This design comes from an exercise in tuning for small area, a short achievable clock period and few clock cycles on the open sky130 flow, not from production work. At most, simulation tests tie the RTL to the original design; equivalence was not proved.

==> v6 <==
## accel_top
module accel_top #(
  parameter int ARRAY_N = 4
) (
  input  logic        clk,
  input  logic        arst_n,
  input  logic        psel,
  input  logic        penable,
  input  logic        pwrite,
  input  logic [11:0] paddr,
  input  logic [31:0] pwdata,
  output logic [31:0] prdata,
  output logic        pready,
  output logic        pslverr,
  output logic        interrupt,
  output logic        busy
);
  localparam int CELLS  = ARRAY_N * ARRAY_N;
  localparam int T_BITS = 58;
  logic       setup;
  logic       in_buf;
  logic       hit_ctrl, hit_status, hit_a, hit_b;
  logic       ro_bits;
  logic       dec_err;
  logic [3:0] pidx;
  logic       rd_c, rd_status, rd_ctrl, rd_other;
  assign setup      = psel && !penable;
  assign in_buf     = (paddr[1:0] == 2'b00) && (paddr[7:6] == 2'b00);
  assign hit_ctrl   = (paddr == 12'h000);
  assign hit_status = (paddr == 12'h004);
  assign hit_a      = in_buf && (paddr[11:8] == 4'h1);
  assign hit_b      = in_buf && (paddr[11:8] == 4'h2);
  assign ro_bits    = |{pwdata[31:2], pwdata[0]};
  ...
export LEC_CHECK = 0
export CAP_MARGIN = 20
export CORE_MARGIN = 2
export CORE_UTILIZATION = 60
export CTS_BUF_LIST = sky130_fd_sc_hd__clkbuf_16
export CTS_CLUSTER_DIAMETER = 80
export CTS_CLUSTER_SIZE = 32
export PLACE_DENSITY = 0.75
export SLEW_MARGIN = 20
create_clock -name core_clock -period 10.0 [get_ports {clk}]
standard.sh (not shown) runs the stock make flow with config.mk's settings and CLKGATE_MAP_FILE= SYNTH_SCRIPT=/design/flow/synth_recipe.tcl, a recipe that flattens the netlist after the stock synthesis.
==> flow/flow/run.sh <==
#!/bin/bash
# layout flow: the standard flow, with timing repair asked for 6.6 ns of setup slack so
# that it keeps improving the achieved period beyond the 10 ns clock, and with plain
# buffers (rather than delay cells) on the ports
set -euo pipefail
bash standard.sh SETUP_SLACK_MARGIN=6.6 \
  "BUFFER_PORTS_ARGS=-buffer_cell sky130_fd_sc_hd__buf_2" finish > standard.log 2>&1
==> v37: changes against v6 <==
--- a/flow/design.v
+++ b/flow/design.v
@@ -929,14 +929,15 @@
   output logic        pslverr,
   output logic        interrupt,
   output logic        busy
 );
   localparam int CELLS  = ARRAY_N * ARRAY_N;
   localparam int T_BITS = 58;
   logic       setup;
+  logic       clear;             
   logic       in_buf;
   logic       hit_ctrl, hit_status, hit_a, hit_b;
   logic       ro_bits;
   logic       dec_err;
   logic [3:0] pidx;
   logic       rd_c, rd_status, rd_ctrl, rd_other;
   assign setup      = psel && !penable;
@@ -951,19 +952,19 @@
     if (pwrite) begin
       dec_err = !(hit_ctrl || hit_status || hit_a || hit_b) || (hit_status && ro_bits) ||
                 ((hit_a || hit_b) && busy);
     end else begin
       dec_err = !(hit_ctrl || hit_status || hit_a || hit_b || (in_buf && paddr[11:8] == 4'h3));
     end
   end
-  assign rd_c      = psel && !penable && !pwrite && (paddr[11:8] == 4'h3) &&
+  assign rd_c      = setup && !pwrite && (paddr[11:8] == 4'h3) &&
                      (paddr[7:6] == 2'b00) && (paddr[1:0] == 2'b00);
   assign rd_status = setup && !pwrite && hit_status;
   assign rd_ctrl   = setup && !pwrite && hit_ctrl;
-  assign rd_other  = setup && !pwrite && !rd_c;
+  assign rd_other  = setup && !rd_c;
   logic       wr_a_q, wr_b_q, wr_ctrl_q, start_q, clr_q, err_q;
   logic [3:0] idx_q;
   logic       start;
   logic       cvalid;
   logic       irq_en, irq_en_n;
   logic       done, done_n;
   logic       interrupt_q;
@@ -1006,22 +1007,26 @@
   assign interrupt = interrupt_q;
   logic [7:0] a_buf [CELLS];
   logic [7:0] b_buf [CELLS];
   logic [7:0] a_run [CELLS];
   logic [7:0] b_run [CELLS];
   always_ff @(posedge clk or negedge arst_n) begin
     if (!arst_n) begin
-      for (int n = 0; n < CELLS; n++) begin
-        a_buf[n] <= '0;
-        b_buf[n] <= '0;
-      end
+      clear <= 1'b1;
     end else begin
-      for (int n = 0; n < CELLS; n++) begin
-        if (wr_a_q && idx_q == 4'(n)) a_buf[n] <= pwdata[7:0];
-        if (wr_b_q && idx_q == 4'(n)) b_buf[n] <= pwdata[7:0];
+      clear <= 1'b0;
+    end
+  end
+  always_ff @(posedge clk) begin
+    for (int n = 0; n < CELLS; n++) begin
+      if (clear || (wr_a_q && idx_q == 4'(n))) begin
+        a_buf[n] <= clear ? 8'd0 : pwdata[7:0];
+      end
+      if (clear || (wr_b_q && idx_q == 4'(n))) begin
+        b_buf[n] <= clear ? 8'd0 : pwdata[7:0];
       end
     end
   end
   always_ff @(posedge clk) begin
     if (start) begin
       for (int n = 0; n < CELLS; n++) begin
         a_run[n] <= a_buf[n];
@@ -1047,17 +1052,16 @@
   logic        in_flight;
   logic        c_first;           
   logic        c_pend, c_hit, c_pend_n, c_hit_n, pready_q;
   logic        res_v_n;
   logic [3:0]  res_idx_n;
   logic [3:0]  e_off;
   for (genvar l = 0; l < 2; l++) begin : g_sel
-    assign a_sel[l*8 +: 8] = start ? a_buf[l] : a_run[e_idx[3:2] * ARRAY_N + 2 * e_ph + l];
-    assign b_sel[l*8 +: 8] = start ? b_buf[l * ARRAY_N] :
-                                     b_run[(2 * e_ph + l) * ARRAY_N + e_idx[1:0]];
+    assign a_sel[l*8 +: 8] = a_run[e_idx[3:2] * ARRAY_N + 2 * e_ph + l];
+    assign b_sel[l*8 +: 8] = b_run[(2 * e_ph + l) * ARRAY_N + e_idx[1:0]];
   end
   pp_tree  u_pp  (.a(op_a), .b(op_b), .t(t_d));
   acc_tree u_acc (.t(t_q), .x(acc_xin), .y(acc_yin), .u(acc_u), .v(acc_v_row));
   assign acc_xin = t_ph ? acc_x : 18'd0;
   assign acc_yin = t_ph ? acc_y : 18'd0;
   assign sum     = acc_x + acc_y;
   always_ff @(posedge clk) begin
@@ -1067,16 +1071,16 @@
     acc_x <= acc_u;
     acc_y <= acc_v_row;
   end
   assign acc_done = acc_v && acc_ph;
   assign e_off = e_idx - base;
   assign e_go  = e_ph || (e_off < 4'd3);
   assign in_flight = (res_v && res_idx == idx_q) || (e_go && e_idx == idx_q) ||
-                     (op_v && op_idx == idx_q) || (t_v && t_idx == idx_q) ||
-                     (acc_v && acc_idx == idx_q);
+                     (op_v && op_ph && op_idx == idx_q) || (t_v && t_ph && t_idx == idx_q) ||
+                     (acc_v && acc_ph && acc_idx == idx_q);
   always_ff @(posedge clk or negedge arst_n) begin
     if (!arst_n) begin
       e_idx   <= '0;
       e_ph    <= 1'b0;
       base    <= '0;
       op_idx  <= '0;
       t_idx   <= '0;
@@ -1084,26 +1088,26 @@
       op_ph   <= 1'b0;
       t_ph    <= 1'b0;
       acc_ph  <= 1'b0;
       op_v    <= 1'b0;
       t_v     <= 1'b0;
       acc_v   <= 1'b0;
     end else begin
-      op_idx  <= start ? 4'd0 : e_idx;
-      op_ph   <= start ? 1'b0 : e_ph;
+      op_idx  <= e_idx;
+      op_ph   <= e_ph;
       t_idx   <= op_idx;
       t_ph    <= op_ph;
       acc_idx <= t_idx;
       acc_ph  <= t_ph;
-      op_v    <= e_go || start;
+      op_v    <= e_go && !start;
       t_v     <= op_v && !start;
       acc_v   <= t_v && !start;
       if (start) begin
         e_idx <= '0;
-        e_ph  <= 1'b1;
+        e_ph  <= 1'b0;
         base  <= '0;
       end else if (c_first && !in_flight) begin
         e_idx <= idx_q;
         e_ph  <= 1'b0;
         base  <= idx_q;
       end else begin
         if (c_first) begin
==> flow/flow/run.sh (replaced) <==
#!/bin/bash
# layout flow: the standard flow, with timing repair asked for 6.9 ns of setup slack so
# that it keeps improving the achieved period beyond the 10 ns clock, and with plain
# buffers (rather than delay cells) on the ports
set -euo pipefail
bash standard.sh SETUP_SLACK_MARGIN=6.9 \
  "BUFFER_PORTS_ARGS=-buffer_cell sky130_fd_sc_hd__buf_2" finish > standard.log 2>&1
- CORE_UTILIZATION: 60 -> 40
- PLACE_DENSITY: 0.75 -> 0.6
==> v1: changes against v6 <==
--- a/flow/design.v
+++ b/flow/design.v
@@ -956,49 +956,52 @@
     end
   end
   assign rd_c      = psel && !penable && !pwrite && (paddr[11:8] == 4'h3) &&
                      (paddr[7:6] == 2'b00) && (paddr[1:0] == 2'b00);
   assign rd_status = setup && !pwrite && hit_status;
   assign rd_ctrl   = setup && !pwrite && hit_ctrl;
   assign rd_other  = setup && !pwrite && !rd_c;
-  logic       wr_a_q, wr_b_q, wr_ctrl_q, start_q, clr_q, err_q;
+  logic       wr_a_q, wr_b_q, wr_ctrl_q, clr_q, err_q;
   logic [3:0] idx_q;
   logic       start;
+  logic       run1, run2;
   logic       cvalid;
   logic       irq_en, irq_en_n;
   logic       done, done_n;
   logic       interrupt_q;
-  assign start    = start_q && !busy;
+  assign start    = setup && pwrite && hit_ctrl && pwdata[0] && !busy;
   assign irq_en_n = wr_ctrl_q ? pwdata[1] : irq_en;
-  assign done_n   = busy || (done && !clr_q);
+  assign done_n   = run2 || (done && !clr_q);
   always_ff @(posedge clk or negedge arst_n) begin
     if (!arst_n) begin
       wr_a_q      <= 1'b0;
       wr_b_q      <= 1'b0;
       wr_ctrl_q   <= 1'b0;
-      start_q     <= 1'b0;
       clr_q       <= 1'b0;
       err_q       <= 1'b0;
       idx_q       <= '0;
+      run1        <= 1'b0;
+      run2        <= 1'b0;
       busy        <= 1'b0;
       done        <= 1'b0;
       irq_en      <= 1'b0;
       interrupt_q <= 1'b0;
       cvalid      <= 1'b0;
     end else begin
       wr_a_q      <= setup && pwrite && hit_a && !busy;
       wr_b_q      <= setup && pwrite && hit_b && !busy;
       wr_ctrl_q   <= setup && pwrite && hit_ctrl;
-      start_q     <= setup && pwrite && hit_ctrl && pwdata[0];
       clr_q       <= setup && pwrite && hit_status && !ro_bits && pwdata[1];
       err_q       <= setup && dec_err;
       if (setup) begin
         idx_q <= pidx;
       end
-      busy        <= start;
+      run1        <= start;
+      run2        <= run1;
+      busy        <= start || run1;
       done        <= done_n;
       irq_en      <= irq_en_n;
       interrupt_q <= done_n && irq_en_n;
       if (start) begin
         cvalid <= 1'b1;
       end
     end
@@ -1041,23 +1044,21 @@
   logic [T_BITS-1:0] t_d, t_q;
   logic [17:0] acc_x, acc_y, acc_u, acc_v_row;
   logic [17:0] acc_xin, acc_yin;
   logic [17:0] sum;
   logic [23:0] rdata_q;
   logic        acc_done;
   logic        in_flight;
-  logic        c_first;           
   logic        c_pend, c_hit, c_pend_n, c_hit_n, pready_q;
   logic        res_v_n;
   logic [3:0]  res_idx_n;
   logic [3:0]  e_off;
   for (genvar l = 0; l < 2; l++) begin : g_sel
-    assign a_sel[l*8 +: 8] = start ? a_buf[l] : a_run[e_idx[3:2] * ARRAY_N + 2 * e_ph + l];
-    assign b_sel[l*8 +: 8] = start ? b_buf[l * ARRAY_N] :
-                                     b_run[(2 * e_ph + l) * ARRAY_N + e_idx[1:0]];
+    assign a_sel[l*8 +: 8] = a_run[e_idx[3:2] * ARRAY_N + 2 * e_ph + l];
+    assign b_sel[l*8 +: 8] = b_run[(2 * e_ph + l) * ARRAY_N + e_idx[1:0]];
   end
   pp_tree  u_pp  (.a(op_a), .b(op_b), .t(t_d));
   acc_tree u_acc (.t(t_q), .x(acc_xin), .y(acc_yin), .u(acc_u), .v(acc_v_row));
   assign acc_xin = t_ph ? acc_x : 18'd0;
   assign acc_yin = t_ph ? acc_y : 18'd0;
   assign sum     = acc_x + acc_y;
   always_ff @(posedge clk) begin
@@ -1066,17 +1067,16 @@
     t_q   <= t_d;
     acc_x <= acc_u;
     acc_y <= acc_v_row;
   end
   assign acc_done = acc_v && acc_ph;
   assign e_off = e_idx - base;
   assign e_go  = e_ph || (e_off < 4'd3);
-  assign in_flight = (res_v && res_idx == idx_q) || (e_go && e_idx == idx_q) ||
-                     (op_v && op_idx == idx_q) || (t_v && t_idx == idx_q) ||
-                     (acc_v && acc_idx == idx_q);
+  assign in_flight = (e_go && e_idx == pidx) || (op_v && op_idx == pidx) ||
+                     (t_v && t_idx == pidx) || (acc_v && acc_idx == pidx);
   always_ff @(posedge clk or negedge arst_n) begin
     if (!arst_n) begin
       e_idx   <= '0;
       e_ph    <= 1'b0;
       base    <= '0;
       op_idx  <= '0;
       t_idx   <= '0;
@@ -1084,69 +1084,66 @@
       op_ph   <= 1'b0;
       t_ph    <= 1'b0;
       acc_ph  <= 1'b0;
       op_v    <= 1'b0;
       t_v     <= 1'b0;
       acc_v   <= 1'b0;
     end else begin
-      op_idx  <= start ? 4'd0 : e_idx;
-      op_ph   <= start ? 1'b0 : e_ph;
+      op_idx  <= e_idx;
+      op_ph   <= e_ph;
       t_idx   <= op_idx;
       t_ph    <= op_ph;
       acc_idx <= t_idx;
       acc_ph  <= t_ph;
-      op_v    <= e_go || start;
+      op_v    <= e_go && !start;
       t_v     <= op_v && !start;
       acc_v   <= t_v && !start;
       if (start) begin
         e_idx <= '0;
-        e_ph  <= 1'b1;
+        e_ph  <= 1'b0;
         base  <= '0;
-      end else if (c_first && !in_flight) begin
-        e_idx <= idx_q;
+      end else if (rd_c && !in_flight) begin
+        e_idx <= pidx;
         e_ph  <= 1'b0;
-        base  <= idx_q;
+        base  <= pidx;
       end else begin
-        if (c_first) begin
-          base <= idx_q + 4'd1;
+        if (rd_c) begin
+          base <= pidx + 4'd1;
         end
         if (e_go) begin
           e_ph <= !e_ph;
           if (e_ph) begin
             e_idx <= e_idx + 4'd1;
           end
         end
       end
     end
   end
   assign c_pend_n  = rd_c || (c_pend && !c_hit);
   assign res_v_n   = !start && !rd_other && (acc_done || res_v);
   assign res_idx_n = acc_done ? acc_idx : res_idx;
-  assign c_hit_n   = (acc_done || res_v) &&
-                     ((rd_c && res_idx_n == pidx) || (c_pend && !c_hit && res_idx_n == idx_q));
+  assign c_hit_n   = c_pend_n && res_v_n && (res_idx_n == (rd_c ? pidx : idx_q));
   always_ff @(posedge clk or negedge arst_n) begin
     if (!arst_n) begin
       res_v    <= 1'b0;
       res_idx  <= '0;
-      c_first  <= 1'b0;
       c_pend   <= 1'b0;
       c_hit    <= 1'b0;
-      pready_q <= 1'b0;
+      pready_q <= 1'b1;
     end else begin
       res_v    <= res_v_n;
       res_idx  <= res_idx_n;
-      c_first  <= rd_c;
       c_pend   <= c_pend_n;
       c_hit    <= c_hit_n;
       pready_q <= !c_pend_n || c_hit_n;
     end
   end
   always_ff @(posedge clk) begin
     if (rd_other) begin
-      rdata_q <= {22'd0, (rd_status && done_n) || (rd_ctrl && irq_en_n), rd_status && start};
+      rdata_q <= {22'd0, (rd_status && done_n) || (rd_ctrl && irq_en_n), rd_status && (start || run1)};
     end else if (acc_done) begin
       rdata_q <= cvalid ? {6'd0, sum} : 24'd0;
     end
   end
   assign pready  = pready_q;
   assign pslverr = err_q;
   assign prdata  = {8'd0, rdata_q};
==> flow/flow/run.sh (replaced) <==
#!/bin/bash
# layout flow: the standard flow, with timing repair asked for 6.6 ns of setup slack
# so that it keeps improving the achieved period beyond the 10 ns clock
set -euo pipefail
bash standard.sh SETUP_SLACK_MARGIN=6.6 finish > standard.log 2>&1
- CORE_UTILIZATION: 60 -> 40
- CTS_BUF_LIST: sky130_fd_sc_hd__clkbuf_16 -> unset
- CTS_CLUSTER_DIAMETER: 80 -> unset
- CTS_CLUSTER_SIZE: 32 -> unset
- PLACE_DENSITY: 0.75 -> 0.6
==> v19: changes against v6 <==
--- a/flow/design.v
+++ b/flow/design.v
@@ -929,14 +929,15 @@
   output logic        pslverr,
   output logic        interrupt,
   output logic        busy
 );
   localparam int CELLS  = ARRAY_N * ARRAY_N;
   localparam int T_BITS = 58;
   logic       setup;
+  logic       clear;             
   logic       in_buf;
   logic       hit_ctrl, hit_status, hit_a, hit_b;
   logic       ro_bits;
   logic       dec_err;
   logic [3:0] pidx;
   logic       rd_c, rd_status, rd_ctrl, rd_other;
   assign setup      = psel && !penable;
@@ -951,19 +952,19 @@
     if (pwrite) begin
       dec_err = !(hit_ctrl || hit_status || hit_a || hit_b) || (hit_status && ro_bits) ||
                 ((hit_a || hit_b) && busy);
     end else begin
       dec_err = !(hit_ctrl || hit_status || hit_a || hit_b || (in_buf && paddr[11:8] == 4'h3));
     end
   end
-  assign rd_c      = psel && !penable && !pwrite && (paddr[11:8] == 4'h3) &&
+  assign rd_c      = setup && !pwrite && (paddr[11:8] == 4'h3) &&
                      (paddr[7:6] == 2'b00) && (paddr[1:0] == 2'b00);
   assign rd_status = setup && !pwrite && hit_status;
   assign rd_ctrl   = setup && !pwrite && hit_ctrl;
-  assign rd_other  = setup && !pwrite && !rd_c;
+  assign rd_other  = setup && !rd_c;
   logic       wr_a_q, wr_b_q, wr_ctrl_q, start_q, clr_q, err_q;
   logic [3:0] idx_q;
   logic       start;
   logic       cvalid;
   logic       irq_en, irq_en_n;
   logic       done, done_n;
   logic       interrupt_q;
@@ -1006,22 +1007,26 @@
   assign interrupt = interrupt_q;
   logic [7:0] a_buf [CELLS];
   logic [7:0] b_buf [CELLS];
   logic [7:0] a_run [CELLS];
   logic [7:0] b_run [CELLS];
   always_ff @(posedge clk or negedge arst_n) begin
     if (!arst_n) begin
-      for (int n = 0; n < CELLS; n++) begin
-        a_buf[n] <= '0;
-        b_buf[n] <= '0;
-      end
+      clear <= 1'b1;
     end else begin
-      for (int n = 0; n < CELLS; n++) begin
-        if (wr_a_q && idx_q == 4'(n)) a_buf[n] <= pwdata[7:0];
-        if (wr_b_q && idx_q == 4'(n)) b_buf[n] <= pwdata[7:0];
+      clear <= 1'b0;
+    end
+  end
+  always_ff @(posedge clk) begin
+    for (int n = 0; n < CELLS; n++) begin
+      if (clear || (wr_a_q && idx_q == 4'(n))) begin
+        a_buf[n] <= clear ? 8'd0 : pwdata[7:0];
+      end
+      if (clear || (wr_b_q && idx_q == 4'(n))) begin
+        b_buf[n] <= clear ? 8'd0 : pwdata[7:0];
       end
     end
   end
   always_ff @(posedge clk) begin
     if (start) begin
       for (int n = 0; n < CELLS; n++) begin
         a_run[n] <= a_buf[n];
@@ -1047,17 +1052,16 @@
   logic        in_flight;
   logic        c_first;           
   logic        c_pend, c_hit, c_pend_n, c_hit_n, pready_q;
   logic        res_v_n;
   logic [3:0]  res_idx_n;
   logic [3:0]  e_off;
   for (genvar l = 0; l < 2; l++) begin : g_sel
-    assign a_sel[l*8 +: 8] = start ? a_buf[l] : a_run[e_idx[3:2] * ARRAY_N + 2 * e_ph + l];
-    assign b_sel[l*8 +: 8] = start ? b_buf[l * ARRAY_N] :
-                                     b_run[(2 * e_ph + l) * ARRAY_N + e_idx[1:0]];
+    assign a_sel[l*8 +: 8] = a_run[e_idx[3:2] * ARRAY_N + 2 * e_ph + l];
+    assign b_sel[l*8 +: 8] = b_run[(2 * e_ph + l) * ARRAY_N + e_idx[1:0]];
   end
   pp_tree  u_pp  (.a(op_a), .b(op_b), .t(t_d));
   acc_tree u_acc (.t(t_q), .x(acc_xin), .y(acc_yin), .u(acc_u), .v(acc_v_row));
   assign acc_xin = t_ph ? acc_x : 18'd0;
   assign acc_yin = t_ph ? acc_y : 18'd0;
   assign sum     = acc_x + acc_y;
   always_ff @(posedge clk) begin
@@ -1067,16 +1071,16 @@
     acc_x <= acc_u;
     acc_y <= acc_v_row;
   end
   assign acc_done = acc_v && acc_ph;
   assign e_off = e_idx - base;
   assign e_go  = e_ph || (e_off < 4'd3);
   assign in_flight = (res_v && res_idx == idx_q) || (e_go && e_idx == idx_q) ||
-                     (op_v && op_idx == idx_q) || (t_v && t_idx == idx_q) ||
-                     (acc_v && acc_idx == idx_q);
+                     (op_v && op_ph && op_idx == idx_q) || (t_v && t_ph && t_idx == idx_q) ||
+                     (acc_v && acc_ph && acc_idx == idx_q);
   always_ff @(posedge clk or negedge arst_n) begin
     if (!arst_n) begin
       e_idx   <= '0;
       e_ph    <= 1'b0;
       base    <= '0;
       op_idx  <= '0;
       t_idx   <= '0;
@@ -1084,26 +1088,26 @@
       op_ph   <= 1'b0;
       t_ph    <= 1'b0;
       acc_ph  <= 1'b0;
       op_v    <= 1'b0;
       t_v     <= 1'b0;
       acc_v   <= 1'b0;
     end else begin
-      op_idx  <= start ? 4'd0 : e_idx;
-      op_ph   <= start ? 1'b0 : e_ph;
+      op_idx  <= e_idx;
+      op_ph   <= e_ph;
       t_idx   <= op_idx;
       t_ph    <= op_ph;
       acc_idx <= t_idx;
       acc_ph  <= t_ph;
-      op_v    <= e_go || start;
+      op_v    <= e_go && !start;
       t_v     <= op_v && !start;
       acc_v   <= t_v && !start;
       if (start) begin
         e_idx <= '0;
-        e_ph  <= 1'b1;
+        e_ph  <= 1'b0;
         base  <= '0;
       end else if (c_first && !in_flight) begin
         e_idx <= idx_q;
         e_ph  <= 1'b0;
         base  <= idx_q;
       end else begin
         if (c_first) begin
==> flow/flow/run.sh (replaced) <==
#!/bin/bash
# layout flow: the standard flow, with timing repair asked for 6.8 ns of setup slack so
# that it keeps improving the achieved period beyond the 10 ns clock, and with plain
# buffers (rather than delay cells) on the ports
set -euo pipefail
bash standard.sh SETUP_SLACK_MARGIN=6.8 \
  "BUFFER_PORTS_ARGS=-buffer_cell sky130_fd_sc_hd__buf_2" finish > standard.log 2>&1
- CORE_UTILIZATION: 60 -> 40
- PLACE_DENSITY: 0.75 -> 0.6
==> results_dict.tcl <==
set metrics [dict create \
    status "timing/DRC/antenna clean" \
    synth.ff_latch_count 706 \
    synth_top_flop_cell "sky130_fd_sc_hd__dfrtp_1" \
    area_share_nonclk_buffers 0.04677 \
    grt_use_met1 0.2487 \
    multi_input_area_share 0.3143 \
    clock_latency_ns 0.63 \
    post-dp-hpwl_mm 42.72 \
    clkSlewWorstSetupHoldPaths_ns 0.06 \
    min_delay_worst_endpoint "t_ph$_DFF_PN0_" \
    reg2regPathDepth 7 \
    clock_sinks 706 \
    avgSynthCellArea_um2 14.46 \
    cp-end-kind "flop" \
    startpoint_of_the_most_critical_register_to_register_path "op_b[7]$_DFF_P_" \
    clockBufferCount 108 \
    gr-usage-met2 0.3004 \
    grt_first_pass_wirelength_mm 108.1 \
    critPathSlowestCell "sky130_fd_sc_hd__clkdlybuf4s50_1" \
    dp_cells 3024 \
]
[end of results for v1]
==> results_dict.tcl <==
set metrics [dict create \
    clockBufferCount 29 \
    cp-end-kind "primary output" \
    htree_levels 1 \
    postSynthCellCount 1708 \
    clock_sinks 707 \
    crit_cells 1 \
    num_vias 13960 \
    critPathSlowestCell "sky130_fd_sc_hd__edfxtp_1" \
    min_delay_worst_endpoint "t_idx[0]$_DFF_PN0_" \
    reg2regPathDepth 11 \
    clkSlewWorstSetupHoldPaths_ns 0.11 \
    post-dp-hpwl_mm 36.56 \
    area_share_nonclk_buffers 0.01811 \
    grt_first_pass_wirelength_mm 87.51 \
    avgSynthCellArea_um2 16.37 \
    status "timing/DRC/antenna clean" \
    clock_latency_ns 0.63 \
]
[end of results for v19]
==> results_dict.tcl <==
set metrics [dict create \
    grt_first_pass_wirelength_mm 97.23 \
    clkSlewWorstSetupHoldPaths_ns 0.11 \
    critPathSlowestCell "sky130_fd_sc_hd__a21oi_2" \
    cp-end-kind "flop" \
    multi_input_area_share 0.3429 \
    synth_top_flop_cell "sky130_fd_sc_hd__dfrtp_1" \
    status "timing/DRC/antenna clean" \
    gr-usage-met2 0.4120 \
    post-dp-hpwl_mm 39.50 \
    dp_cells 2764 \
]
[end of results for v6]
==> results_dict.tcl <==
set metrics [dict create \
    min_delay_worst_endpoint "a_run[14][5]$_DFFE_PP_" \
    gr-usage-met2 0.2678 \
    die_w_um 268.4 \
    clockBufferCount 31 \
    synth_top_flop_cell "sky130_fd_sc_hd__edfxtp_1" \
    startpoint_of_the_most_critical_register_to_register_path "e_idx[0]$_DFFE_PN0P_" \
    status "timing/DRC/antenna clean" \
    clock_latency_ns 0.65 \
    reg2regPathDepth 11 \
    post-dp-hpwl_mm 36.54 \
    dp_cells 2673 \
    grt_use_met1 0.2230 \
    area_share_nonclk_buffers 0.02342 \
    cp-end-kind "primary output" \
    avgSynthCellArea_um2 16.37 \
    yosysWarningCount 5 \
    synth.ff_latch_count 707 \
    clkSlewWorstSetupHoldPaths_ns 0.12 \
    multi_input_area_share 0.2553 \
    clock_sinks 707 \
]
[end of results for v37]
Testbench counts of v37, summed over its fixed seeds: cycles 6,656.
Testbench counts of v1, summed over its fixed seeds: cycles 6,592.
Testbench counts of v19, summed over its fixed seeds: cycles 6,656.
The RTL of v6 was laid out without a check of its function.

[what the ideal ports hide]
How much do the figures lean on ideal ports? The routed layouts below were timed once more, with nothing changed but the port constraints. Step 1, drivers: a clkbuf_16 drives clk and a buf_2 each remaining input, both assumed. Step 2 times the ports against the registers' clock, not the clock port: input delays grow and output delays shrink by t, the midpoint of the rising clock arrivals with the driver on. a / b / c = ideal / step 1 / step 2; a / b = the first two.
run	t (ns)	setup WS [ns]	latest minus earliest clock arrival (ns)	pins driven straight from the clock port
v6	0.636	6.793 / 6.747 / 6.191	0.028 / 0.028	1
v37	0.679	6.796 / 6.735 / 6.198	0.054 / 0.054	1
v1	0.674	6.598 / 6.595 / 5.948	0.033 / 0.034	1
v19	0.671	6.821 / 6.762 / 6.207	0.031 / 0.031	1
After both steps every run listed still meets setup and hold. For v1, which loses most, drivers alone change the setup slack by -0.003 ns; drivers and shift together by -0.650 ns.
